This design comes from an exercise in tuning for small area and a short achievable clock period on the open sky130 flow, not from production work. Power and IR drop assume default switching activity.

==> flow/design.v <==
`default_nettype none
package tla_pkg;
    localparam int LINE_CAPACITY_DEF = 256;
    localparam int APB_ADDR_W = 3;
    localparam int APB_DATA_W = 32;
    localparam logic REG_ECHO_ENABLE = 1'b0;
    localparam logic REG_ECHO_HIDDEN = 1'b1;
    localparam logic CMD_RECEIVE = 1'b0;
    localparam logic CMD_READ    = 1'b1;
    localparam logic [1:0] KIND_ECHO = 2'd0;
    localparam logic [1:0] KIND_LINE = 2'd1;
    localparam logic [1:0] KIND_READ = 2'd2;
    localparam logic [7:0] BS_CODE    = 8'd8;
    localparam logic [7:0] DEL_CODE   = 8'd127;
    localparam logic [7:0] SPACE_CODE = 8'd32;
    localparam logic [7:0] NL_CODE    = 8'd10;
    typedef struct packed {
        logic       cmd;
        logic [7:0] data_byte;
        logic [7:0] read_index;
    } req_item_t;
    typedef struct packed {
        logic [1:0] kind;
        logic [7:0] value;
        logic [7:0] line_length;
        logic       last;
    } rsp_item_t;
    typedef struct packed {
        logic echo_enable;
        logic echo_hidden;
    } cfg_t;
endpackage
`default_nettype wire
`default_nettype none
module tla_store #(
    parameter int INC = 1
) (
    input  wire logic        clk,
    input  wire logic        rst_n,
    output      logic [7:0]  head_next,
    input  wire logic        we,
    input  wire logic [1:0]  port,
    input  wire logic [7:0]  wdata,
    output      logic [7:0]  rdata
);
    logic [254:0][7:0] ring;
    logic [7:0]        head_next_reg;
    logic [8:0]        sum;
    assign sum = {1'b0, head_next_reg} + 9'(INC);
    always_ff @(posedge clk or negedge rst_n)
    begin
        if (!rst_n)
            head_next_reg <= 8'd0;
        else if (sum >= 9'd255)
            head_next_reg <= 8'(sum - 9'd255);
        else
            head_next_reg <= sum[7:0];
    end
    always_ff @(posedge clk)
    begin
        ring[83:0]    <= ring[84:1];
        ring[84]      <= (we && (port == 2'd1)) ? wdata : ring[85];
        ring[168:85]  <= ring[169:86];
        ring[169]     <= (we && (port == 2'd2)) ? wdata : ring[170];
        ring[253:170] <= ring[254:171];
        ring[254]     <= (we && (port == 2'd0)) ? wdata : ring[0];
    end
    assign head_next = head_next_reg;
    always_comb
    begin
        case (port)
            2'd1:    rdata = ring[85];
            2'd2:    rdata = ring[170];
            default: rdata = ring[0];
        endcase
    end
endmodule
`default_nettype wire
`default_nettype none
module tla_regs (
    input  wire logic                                clk,
    input  wire logic                                rst_n,
    input  wire logic                                psel,
    input  wire logic                                penable,
    input  wire logic                                pwrite,
    input  wire logic [tla_pkg::APB_ADDR_W-1:0]      paddr,
    input  wire logic [tla_pkg::APB_DATA_W-1:0]      pwdata,
    output      logic [tla_pkg::APB_DATA_W-1:0]      prdata,
    output      logic                                pready,
    output      tla_pkg::cfg_t                       cfg
);
    logic echo_enable_reg;
    logic echo_hidden_reg;
    logic rd_bit_reg;
    logic wr_en;
    assign wr_en  = psel && penable && pwrite;
    assign pready = 1'b1;
    always_ff @(posedge clk or negedge rst_n)
    begin
        if (!rst_n)
        begin
            echo_enable_reg <= 1'b1;
            echo_hidden_reg <= 1'b0;
        end
        else if (wr_en)
        begin
            if (paddr[2])
                echo_hidden_reg <= pwdata[0];
            else
                echo_enable_reg <= pwdata[0];
        end
    end
    always_ff @(posedge clk)
    begin
        rd_bit_reg <= paddr[2] ? echo_hidden_reg : echo_enable_reg;
    end
    assign prdata = {31'd0, rd_bit_reg};
    assign cfg.echo_enable = echo_enable_reg;
    assign cfg.echo_hidden = echo_hidden_reg;
endmodule
`default_nettype wire
`default_nettype none
module tla_ctrl (
    input  wire logic                 clk,
    input  wire logic                 rst_n,
    input  wire tla_pkg::cfg_t        cfg,
    input  wire logic                 req_valid,
    output      logic                 req_ready,
    input  wire tla_pkg::req_item_t   req,
    output      logic                 rsp_valid,
    input  wire logic                 rsp_ready,
    output      tla_pkg::rsp_item_t   rsp,
    input  wire logic [7:0]           head_next,
    output      logic                 mem_we,
    output      logic [1:0]           mem_port,
    output      logic [7:0]           mem_wdata,
    input  wire logic [7:0]           mem_rdata
);
    logic               rdy_reg;
    logic               got_reg;
    logic               wr_hit_reg, rd_hit_reg;
    logic [1:0]         port_reg;        
    logic               out_reg;
    logic               odel_reg;        
    logic               ostep_reg;       
    logic [4:0]         lbyte_reg;       
    logic [7:0]         pos_reg;
    logic               zero_reg, full_reg;  
    logic               rhold_reg;       
    logic               rsp_valid_reg;   
    logic               rsp_busy_reg;    
    tla_pkg::rsp_item_t rsp_reg;
    logic is_del, is_ctl, is_full, pos_zero, read_top;
    logic seeking, del_now, pending, accept;
    logic wr_next, rd_next;
    logic [7:0] addr, ahead;
    logic [8:0] diff;
    logic at_port;
    logic [1:0] port_next;
    logic emit;
    logic first_res, rsp_load;
    tla_pkg::rsp_item_t first_item, out_item, load_item;
    logic [7:0] pos_acc;
    logic out_acc, odel_acc;
    assign is_del   = (req.data_byte == tla_pkg::BS_CODE) || (req.data_byte == tla_pkg::DEL_CODE);
    assign is_ctl   = (req.data_byte < tla_pkg::SPACE_CODE) && !is_del;
    assign is_full  = full_reg;
    assign pos_zero = zero_reg;
    assign read_top = (req.read_index == 8'd255);
    assign seeking = !(got_reg || rdy_reg || out_reg || wr_hit_reg || rd_hit_reg);
    assign addr      = req.cmd ? req.read_index : pos_reg;
    assign diff      = {1'b0, addr} - {1'b0, head_next};
    assign ahead      = diff[8] ? 8'(diff + 9'd255) : diff[7:0];
    assign at_port   = (ahead == 8'd0) || (ahead == 8'd85) || (ahead == 8'd170);
    assign port_next = (ahead == 8'd85) ? 2'd1 : (ahead == 8'd170) ? 2'd2 : 2'd0;
    assign wr_next = seeking && req_valid && !req.cmd && !is_del && at_port;
    assign rd_next = seeking && req_valid && req.cmd && (!rsp_busy_reg || rsp_ready) &&
                     (read_top || at_port);
    assign del_now = seeking && req_valid && !req.cmd && is_del;
    assign pending = got_reg || wr_hit_reg || rd_hit_reg || del_now;
    assign accept  = rdy_reg && req_valid;
    assign mem_we    = wr_hit_reg;
    assign mem_port  = port_reg;
    assign mem_wdata = is_ctl ? 8'd0 : req.data_byte;
    always_comb
    begin
        first_item = '0;
        first_res  = 1'b0;
        pos_acc    = pos_reg;
        out_acc    = 1'b0;
        odel_acc   = 1'b0;
        if (req.cmd)
        begin
            first_res = 1'b1;
        end
        else if (is_del)
        begin
            first_item.kind  = tla_pkg::KIND_ECHO;
            first_item.value = tla_pkg::BS_CODE;
            if (!pos_zero)
            begin
                pos_acc   = pos_reg - 8'd1;
                first_res = cfg.echo_enable;
                out_acc   = cfg.echo_enable;
                odel_acc  = 1'b1;
            end
        end
        else if (is_ctl || is_full)
        begin
            first_res = 1'b1;
            if (cfg.echo_enable)
            begin
                first_item.kind  = tla_pkg::KIND_ECHO;
                first_item.value = tla_pkg::NL_CODE;
                out_acc          = 1'b1;
                pos_acc          = is_ctl ? pos_reg : 8'd255;
            end
            else
            begin
                first_item.kind        = tla_pkg::KIND_LINE;
                first_item.value       = is_ctl ? req.data_byte : 8'd0;
                first_item.line_length = is_ctl ? pos_reg : 8'd255;
                first_item.last        = 1'b1;
                pos_acc                = 8'd0;
            end
        end
        else
        begin
            first_item.kind  = tla_pkg::KIND_ECHO;
            first_item.value = req.data_byte;
            first_item.last  = 1'b1;
            first_res        = cfg.echo_enable && !cfg.echo_hidden;
            pos_acc          = pos_reg + 8'd1;
        end
    end
    always_comb
    begin
        out_item = '0;
        if (odel_reg)
        begin
            out_item.kind  = tla_pkg::KIND_ECHO;
            out_item.value = ostep_reg ? tla_pkg::BS_CODE : tla_pkg::SPACE_CODE;
            out_item.last  = ostep_reg;
        end
        else
        begin
            out_item.kind        = tla_pkg::KIND_LINE;
            out_item.value       = {3'd0, lbyte_reg};
            out_item.line_length = pos_reg;
            out_item.last        = 1'b1;
        end
    end
    assign emit = out_reg && !rsp_busy_reg;
    always_comb
    begin
        if (rd_hit_reg)
        begin
            load_item       = '0;
            load_item.kind  = tla_pkg::KIND_READ;
            load_item.value = read_top ? 8'd0 : mem_rdata;
            load_item.last  = 1'b1;
        end
        else if (out_reg)
            load_item = out_item;
        else
            load_item = first_item;
    end
    assign rsp_load = !rsp_busy_reg && !rhold_reg;
    always_ff @(posedge clk or negedge rst_n)
    begin
        if (!rst_n)
        begin
            rdy_reg       <= 1'b0;
            got_reg       <= 1'b0;
            rhold_reg     <= 1'b0;
            wr_hit_reg    <= 1'b0;
            rd_hit_reg    <= 1'b0;
            out_reg       <= 1'b0;
            pos_reg       <= 8'd0;
            rsp_valid_reg <= 1'b0;
            rsp_busy_reg  <= 1'b0;
        end
        else
        begin
            rdy_reg    <= got_reg && !rsp_busy_reg;
            got_reg    <= pending && !(got_reg && !rsp_busy_reg);
            rhold_reg  <= rd_hit_reg || (rhold_reg && !accept);
            wr_hit_reg <= wr_next;
            rd_hit_reg <= rd_next;
            if (accept)
            begin
                out_reg <= out_acc;
                pos_reg <= pos_acc;
            end
            else if (emit && out_item.last)
            begin
                out_reg <= 1'b0;
                if (!odel_reg)
                    pos_reg <= 8'd0;
            end
            rsp_valid_reg <= (accept && first_res) || emit || (rsp_valid_reg && !rsp_ready);
            rsp_busy_reg  <= (accept && first_res) || emit || (rsp_busy_reg && !rsp_ready);
        end
    end
    always_ff @(posedge clk)
    begin
        port_reg <= port_next;
        if (accept)
        begin
            odel_reg  <= odel_acc;
            ostep_reg <= 1'b0;
            lbyte_reg <= is_ctl ? req.data_byte[4:0] : 5'd0;
        end
        else if (emit)
            ostep_reg <= 1'b1;
        zero_reg <= (pos_reg == 8'd0);
        full_reg <= (pos_reg == 8'd254);
        if (rsp_load)
            rsp_reg <= load_item;
    end
    assign req_ready = rdy_reg;
    assign rsp_valid = rsp_valid_reg;
    assign rsp       = rsp_reg;
endmodule
`default_nettype wire
`default_nettype none
module terminal_line_assembler #(
    parameter int LINE_CAPACITY = tla_pkg::LINE_CAPACITY_DEF
) (
    input  wire logic                            clk,
    input  wire logic                            rst_n,
    input  wire logic                            req_valid,
    output      logic                            req_ready,
    input  wire logic [16:0]                     req,
    output      logic                            rsp_valid,
    input  wire logic                            rsp_ready,
    output      logic [18:0]                     rsp,
    input  wire logic                            psel,
    input  wire logic                            penable,
    input  wire logic                            pwrite,
    input  wire logic [tla_pkg::APB_ADDR_W-1:0]  paddr,
    input  wire logic [tla_pkg::APB_DATA_W-1:0]  pwdata,
    output      logic [tla_pkg::APB_DATA_W-1:0]  prdata,
    output      logic                            pready
);
    localparam int INC = 64;
    tla_pkg::cfg_t cfg;
    logic [7:0]    head_next;
    logic          mem_we;
    logic [1:0]    mem_port;
    logic [7:0]    mem_wdata;
    logic [7:0]    mem_rdata;
    tla_regs u_regs (
        .clk     (clk),
        .rst_n   (rst_n),
        .psel    (psel),
        .penable (penable),
        .pwrite  (pwrite),
        .paddr   (paddr),
        .pwdata  (pwdata),
        .prdata  (prdata),
        .pready  (pready),
        .cfg     (cfg)
    );
    tla_ctrl u_ctrl (
        .clk       (clk),
        .rst_n     (rst_n),
        .cfg       (cfg),
        .req_valid (req_valid),
        .req_ready (req_ready),
        .req       (req),
        .rsp_valid (rsp_valid),
        .rsp_ready (rsp_ready),
        .rsp       (rsp),
        .head_next (head_next),
        .mem_we    (mem_we),
        .mem_port  (mem_port),
        .mem_wdata (mem_wdata),
        .mem_rdata (mem_rdata)
    );
    tla_store #(
        .INC (INC)
    ) u_store (
        .clk   (clk),
        .rst_n (rst_n),
        .head_next (head_next),
        .we    (mem_we),
        .port  (mem_port),
        .wdata (mem_wdata),
        .rdata (mem_rdata)
    );
endmodule
`default_nettype wire
make LEC_CHECK=0 CAP_MARGIN=20 CORE_MARGIN=2 CORE_UTILIZATION=72 CTS_BUF_LIST=sky130_fd_sc_hd__clkbuf_16 CTS_CLUSTER_DIAMETER=55 CTS_CLUSTER_SIZE=26 PLACE_DENSITY=0.8 SETUP_SLACK_MARGIN=3.0 SLEW_MARGIN=20 finish   # period 5.0 ns
run.sh (not shown) runs the stock make flow with config.mk's settings and CLKGATE_MAP_FILE= SYNTH_SCRIPT=/design/flow/synth_recipe.tcl, a recipe that flattens the netlist after the stock synthesis.
Next try:
--- a/flow/design.v
+++ b/flow/design.v
@@ -31,48 +31,55 @@
     } cfg_t;
 endpackage
 `default_nettype wire
 `default_nettype none
 module tla_store #(
-    parameter int INC = 1
+    parameter int INC  = 1,
+    parameter int PACE = 1       
 ) (
     input  wire logic        clk,
     input  wire logic        rst_n,
     output      logic [7:0]  head_next,
     input  wire logic        we,
     input  wire logic [1:0]  port,
     input  wire logic [7:0]  wdata,
     output      logic [7:0]  rdata
 );
-    logic [254:0][7:0] ring;
+    localparam int K1 = (64 * 1 * PACE) % 256;
+    localparam int K2 = (64 * 2 * PACE) % 256;
+    localparam int K3 = (64 * 3 * PACE) % 256;
+    logic [255:0][7:0] ring;
     logic [7:0]        head_next_reg;
-    logic [8:0]        sum;
-    assign sum = {1'b0, head_next_reg} + 9'(INC);
     always_ff @(posedge clk or negedge rst_n)
     begin
         if (!rst_n)
             head_next_reg <= 8'd0;
-        else if (sum >= 9'd255)
-            head_next_reg <= 8'(sum - 9'd255);
         else
-            head_next_reg <= sum[7:0];
+            head_next_reg <= head_next_reg + 8'(INC);
     end
-    always_ff @(posedge clk)
-    begin
-        ring[83:0]    <= ring[84:1];
-        ring[84]      <= (we && (port == 2'd1)) ? wdata : ring[85];
-        ring[168:85]  <= ring[169:86];
-        ring[169]     <= (we && (port == 2'd2)) ? wdata : ring[170];
-        ring[253:170] <= ring[254:171];
-        ring[254]     <= (we && (port == 2'd0)) ? wdata : ring[0];
+    for (genvar k = 0; k < 256; k++)
+    begin : g_stage
+        localparam int NXT = (k + 1) % 256;
+        localparam int P   = (NXT == 0) ? 0 : (NXT == K1) ? 1 : (NXT == K2) ? 2 : (NXT == K3) ? 3 : -1;
+        if (P >= 0)
+        begin : g_port
+            always_ff @(posedge clk)
+                ring[k] <= (we && (port == 2'(P))) ? wdata : ring[NXT];
+        end
+        else
+        begin : g_plain
+            always_ff @(posedge clk)
+                ring[k] <= ring[NXT];
+        end
     end
     assign head_next = head_next_reg;
     always_comb
     begin
         case (port)
-            2'd1:    rdata = ring[85];
-            2'd2:    rdata = ring[170];
+            2'd1:    rdata = ring[K1];
+            2'd2:    rdata = ring[K2];
+            2'd3:    rdata = ring[K3];
             default: rdata = ring[0];
         endcase
     end
 endmodule
 `default_nettype wire
@@ -151,12 +158,11 @@
     logic               rsp_busy_reg;    
     tla_pkg::rsp_item_t rsp_reg;
     logic is_del, is_ctl, is_full, pos_zero, read_top;
     logic seeking, del_now, pending, accept;
     logic wr_next, rd_next;
-    logic [7:0] addr, ahead;
-    logic [8:0] diff;
+    logic [7:0] addr;
     logic at_port;
     logic [1:0] port_next;
     logic emit;
     logic first_res, rsp_load;
     tla_pkg::rsp_item_t first_item, out_item, load_item;
@@ -167,14 +173,12 @@
     assign is_full  = full_reg;
     assign pos_zero = zero_reg;
     assign read_top = (req.read_index == 8'd255);
     assign seeking = !(got_reg || rdy_reg || out_reg || wr_hit_reg || rd_hit_reg);
     assign addr      = req.cmd ? req.read_index : pos_reg;
-    assign diff      = {1'b0, addr} - {1'b0, head_next};
-    assign ahead      = diff[8] ? 8'(diff + 9'd255) : diff[7:0];
-    assign at_port   = (ahead == 8'd0) || (ahead == 8'd85) || (ahead == 8'd170);
-    assign port_next = (ahead == 8'd85) ? 2'd1 : (ahead == 8'd170) ? 2'd2 : 2'd0;
+    assign at_port   = (addr[5:0] == head_next[5:0]);
+    assign port_next = addr[7:6] - head_next[7:6];
     assign wr_next = seeking && req_valid && !req.cmd && !is_del && at_port;
     assign rd_next = seeking && req_valid && req.cmd && (!rsp_busy_reg || rsp_ready) &&
                      (read_top || at_port);
     assign del_now = seeking && req_valid && !req.cmd && is_del;
     assign pending = got_reg || wr_hit_reg || rd_hit_reg || del_now;
@@ -280,12 +284,12 @@
             rsp_valid_reg <= 1'b0;
             rsp_busy_reg  <= 1'b0;
         end
         else
         begin
-            rdy_reg    <= got_reg && !rsp_busy_reg;
-            got_reg    <= pending && !(got_reg && !rsp_busy_reg);
+            rdy_reg    <= pending && !rsp_busy_reg;
+            got_reg    <= pending && rsp_busy_reg;
             rhold_reg  <= rd_hit_reg || (rhold_reg && !accept);
             wr_hit_reg <= wr_next;
             rd_hit_reg <= rd_next;
             if (accept)
             begin
@@ -341,11 +345,12 @@
     input  wire logic [tla_pkg::APB_ADDR_W-1:0]  paddr,
     input  wire logic [tla_pkg::APB_DATA_W-1:0]  pwdata,
     output      logic [tla_pkg::APB_DATA_W-1:0]  prdata,
     output      logic                            pready
 );
-    localparam int INC = 64;
+    localparam int INC  = 171;
+    localparam int PACE = 3;
     tla_pkg::cfg_t cfg;
     logic [7:0]    head_next;
     logic          mem_we;
     logic [1:0]    mem_port;
     logic [7:0]    mem_wdata;
@@ -377,11 +382,12 @@
         .mem_port  (mem_port),
         .mem_wdata (mem_wdata),
         .mem_rdata (mem_rdata)
     );
     tla_store #(
-        .INC (INC)
+        .INC  (INC),
+        .PACE (PACE)
     ) u_store (
         .clk   (clk),
         .rst_n (rst_n),
         .head_next (head_next),
         .we    (mem_we),
Result:
- utilization decreases by 0.61 points
- cell area decreases slightly
- wire length decreases by a few percent
- total power decreases by a few percent
- via count decreases by a few percent
- first-iteration DRC count decreases by a little under a tenth
- register-to-register slack improves by 970 ps
- fmax increases by a quarter to a third
- worst setup slack improves by 730 ps
No functional check of the RTL was part of any run of this note.

## separate check: timing with driven ports
How much do the figures lean on ideal ports? The routed layouts below were timed once more, with nothing changed but the port constraints.
Step 1 (the two cells are an assumption about what drives the block):
set clk [get_ports {clk}]
set_driving_cell -lib_cell sky130_fd_sc_hd__clkbuf_16 $clk
set_driving_cell -lib_cell sky130_fd_sc_hd__buf_2 [delete_from_list [all_inputs] $clk]
Step 2 also shifts input and output timing later by t, the mid clock arrival at the registers, as if the neighbouring blocks saw the same clock.
Slacks: ideal / step 1 / step 2; pairs: ideal / step 1.
run | t (ns) | setup WS [ns] | clock arrival spread, ns
the first run | 0.732 | 1.879 / 1.884 / 1.152 | 0.062 / 0.062
the second run | 0.739 | 2.608 / 2.544 / 1.939 | 0.046 / 0.046
After both steps setup and hold are still met in every run listed. For the first run, which loses most, drivers alone change the setup slack by +0.005 ns; drivers and shift together by -0.727 ns.
